This design comes from an exercise in tuning for small area, a short achievable clock period and few clock cycles per item on the open sky130 flow, not from production work.
Only simulation tests tie the RTL to the original design; equivalence was not proved.

Design ascon_encrypt_1block, start of the top module:
module ascon_encrypt_1block
(
    input  logic              clk,
    input  logic              reset,
    input  logic              start,
    input  ascon_pkg::block_t key,
    input  ascon_pkg::block_t nonce,
    input  ascon_pkg::block_t ad,
    input  ascon_pkg::block_t pt,
    output ascon_pkg::block_t c,
    output ascon_pkg::block_t t,
    output logic              busy,
    output logic              done
);
    localparam int W       = 64;
    localparam int LAST    = 12 - 1;
    localparam int PB_LOAD = 12 - 8;
    ascon_pkg::phase_t phase, phase_nx;
    logic [3:0]        cyc, cyc_nx;
    ascon_pkg::lane_t  x0n, x1n, x2n;    
    ascon_pkg::lane_t  x3, x4;
    ascon_pkg::block_t key_q;
    ascon_pkg::block_t ad_q;
    ascon_pkg::block_t pc_q;       
    ascon_pkg::lane_t  n0, n1, n2, n3, n4;
    logic              ld;
    logic              busy_nx;
    logic              done_nx;
    logic              last;
    assign last = (cyc == 4'(LAST));
    always_comb
    begin
        busy_nx  = busy;
        done_nx  = 1'b0;
        phase_nx = phase;
        cyc_nx   = cyc + 1'b1;
        if (reset || !busy)
        begin
            busy_nx  = !reset && start;
            phase_nx = ascon_pkg::INIT;
            cyc_nx   = '0;
        end
        else if (last)
        begin
            case (phase)
                ascon_pkg::INIT:
                begin
                    phase_nx = ascon_pkg::ASSOC;
                    cyc_nx   = 4'(PB_LOAD);
                end
                ascon_pkg::ASSOC:
                begin
                    phase_nx = ascon_pkg::TEXT;
                    cyc_nx   = 4'(PB_LOAD);
                end
                ascon_pkg::TEXT:
                begin
                    phase_nx = ascon_pkg::FINAL;
                    cyc_nx   = '0;
                end
                default:
                begin
  ...
clock: 8.0 ns
lec_check: 0
cap_margin: 20
core_margin: 2
core_utilization: 55
cts_cluster_diameter: 80
cts_cluster_size: 20
slew_margin: 30
synth_hierarchical: 1
synth_minimum_keep_size: 0
standard.sh (not shown) runs the stock make flow with config.mk's settings and CLKGATE_MAP_FILE= SYNTH_SCRIPT=/design/flow/synth_recipe.tcl, a recipe that flattens the netlist after the stock synthesis.
==> flow/flow/run.sh <==
#!/bin/bash
# Standard layout, with plain buf_1 cells as the port buffers instead of
# the delay buffer that buffer_ports picks by default, and timing repair
# aimed at a 2.8 ns period (the clock constraint stays at the design's).
set -euo pipefail
export BUFFER_PORTS_ARGS="-buffer_cell sky130_fd_sc_hd__buf_1"
export SETUP_SLACK_MARGIN=5.2
bash standard.sh > standard.log 2>&1
Testbench counts at the start, summed over its fixed seeds: cycles 10,504, items 256.
Rerun with:
==> flow/flow/run.sh (replaced) <==
#!/bin/bash
# Standard layout, with plain buf_1 cells as the port buffers instead of
# the delay buffer that buffer_ports picks by default.
set -euo pipefail
export BUFFER_PORTS_ARGS="-buffer_cell sky130_fd_sc_hd__buf_1"
bash standard.sh > standard.log 2>&1
Settings changed: PLACE_DENSITY set to 0.75, SETUP_SLACK_MARGIN set to 5.0.
Register-to-register slack got worse by 110 ps; core utilization fell by 2.3 points; via count increases slightly.

Setup of north:
ascon_encrypt_1block again, from the RTL that the note above started with.
clock: 8.0 ns
lec_check: 0
cap_margin: 20
core_margin: 2
core_utilization: 55
cts_cluster_diameter: 80
cts_cluster_size: 20
setup_slack_margin: 5.0
slew_margin: 30
synth_hierarchical: 1
synth_minimum_keep_size: 0
==> flow/flow/run.sh <==
#!/bin/bash
# Standard layout, with plain buf_1 cells as the port buffers instead of
# the delay buffer that buffer_ports picks by default.
set -euo pipefail
export BUFFER_PORTS_ARGS="-buffer_cell sky130_fd_sc_hd__buf_1"
bash standard.sh > standard.log 2>&1
Testbench counts of north, summed over its fixed seeds: cycles 10,504, items 256.
[inputs] south vs north
diff --git a/flow/config.mk b/flow/config.mk
--- a/flow/config.mk
+++ b/flow/config.mk
@@ -11,5 +11,5 @@
 export CTS_CLUSTER_DIAMETER = 80
 export CTS_CLUSTER_SIZE = 20
-export SETUP_SLACK_MARGIN = 5.0
+export SETUP_SLACK_MARGIN = 4.8
 export SLEW_MARGIN = 30
 export SYNTH_HIERARCHICAL = 1
### Flow results
A worst setup path endpoint of x0n[36]$_DFF_P_ is what north shows, while pc_q[71]$_DFF_P_ belongs to south.
Summary: with north as the reference, number of ordinary and repair buffers in the finished layout in south moved down slightly.
south -> north: die extent in x delta 0, exact match
Diff north and south: clock period minus worst slack lower in north
south: all stages complete, timing, DRC and antenna checks passed
met3 layer usage reported by global route ended up 0.17 points higher on south than on north.
Slew at the pin closest to its max-slew limit | south below north
Aggregate routed wire length down 1.1 mm in south wrt north
Between north and south, sequential share of layout area is lower for north, south comes in above that.
Reported for north and south, count of standard-cell rows turned out identical to the last digit.
Setup slack on south is behind north.

amber:
Starting RTL as in the previous note.
Settings: LEC_CHECK=0, CAP_MARGIN=20, CORE_MARGIN=2, CORE_UTILIZATION=55, CTS_CLUSTER_DIAMETER=80, CTS_CLUSTER_SIZE=20, SLEW_MARGIN=30, SYNTH_HIERARCHICAL=1, SYNTH_MINIMUM_KEEP_SIZE=0; clock period 8.0 ns.
==> flow/flow/run.sh <==
#!/bin/bash
# Standard layout, with plain buf_1 cells as the port buffers instead of
# the delay buffer that buffer_ports picks by default, and timing repair
# aimed at a 2.9 ns period (the clock constraint stays at the design's).
set -euo pipefail
export BUFFER_PORTS_ARGS="-buffer_cell sky130_fd_sc_hd__buf_1"
export SETUP_SLACK_MARGIN=5.1
bash standard.sh > standard.log 2>&1
Testbench counts of amber, summed over its fixed seeds: cycles 10,504, items 256.
## Diff of input files: umber against amber
- GPL_ROUTABILITY_DRIVEN newly set to 0
### Flow results
The fraction of standard cell area that is sequential of umber and that of amber are within noise of each other. On clock latency of the later-clocked register in the worst-skew pair, the lower figure sits with umber, not amber. umber and amber ended up with nearly the same final instance area. When umber is measured against amber, its post-route clock period utilization turns out 0.69 points higher. Row total of plain and repair buffers excluding clock buffers: umber higher / amber lower. Between umber and amber, the difference in multi-input combinational gate total is negligible. umber vs amber on fmax: umber is the lower one.

==> what the ideal ports hide <==
How much do the figures lean on ideal ports? The routed layouts below were timed once more, with nothing changed but the port constraints.
Step 1 sets driving cells, clkbuf_16 on the clock port and buf_2 on the other inputs (assumed; they add their load-dependent delay and slew).
Step 2, shift: input delay + t, output delay - t, t = (earliest + latest rising clock arrival at the registers) / 2. This alone moves slack from input paths to output paths.
Slacks: ideal / step 1 / step 2; pairs: ideal / step 1.
run | t (ns) | setup slack, ns | hold slack, ns | worst data-port slew with drivers (ns)
the first run of note 1 | 0.698 | 4.994 / 4.994 / 4.787 | 0.478 / 0.478 / 0.478 | 0.18
the second run of note 1 | 0.689 | 4.888 / 4.888 / 4.710 | 0.475 / 0.475 / 0.475 | 0.16
north | 0.698 | 4.953 / 4.920 / 4.761 | 0.477 / 0.477 / 0.477 | 0.18
south | 0.697 | 4.725 / 4.725 / 4.725 | 0.477 / 0.477 / 0.477 | 0.17
amber | 0.697 | 5.019 / 5.019 / 4.783 | 0.478 / 0.478 / 0.478 | 0.17
umber | 0.681 | 4.964 / 4.964 / 4.786 | 0.478 / 0.478 / 0.478 | 0.15
After both steps every run listed still meets setup and hold. For amber, which loses most, drivers alone change the setup slack by 0.000 ns; drivers and shift together by -0.236 ns.
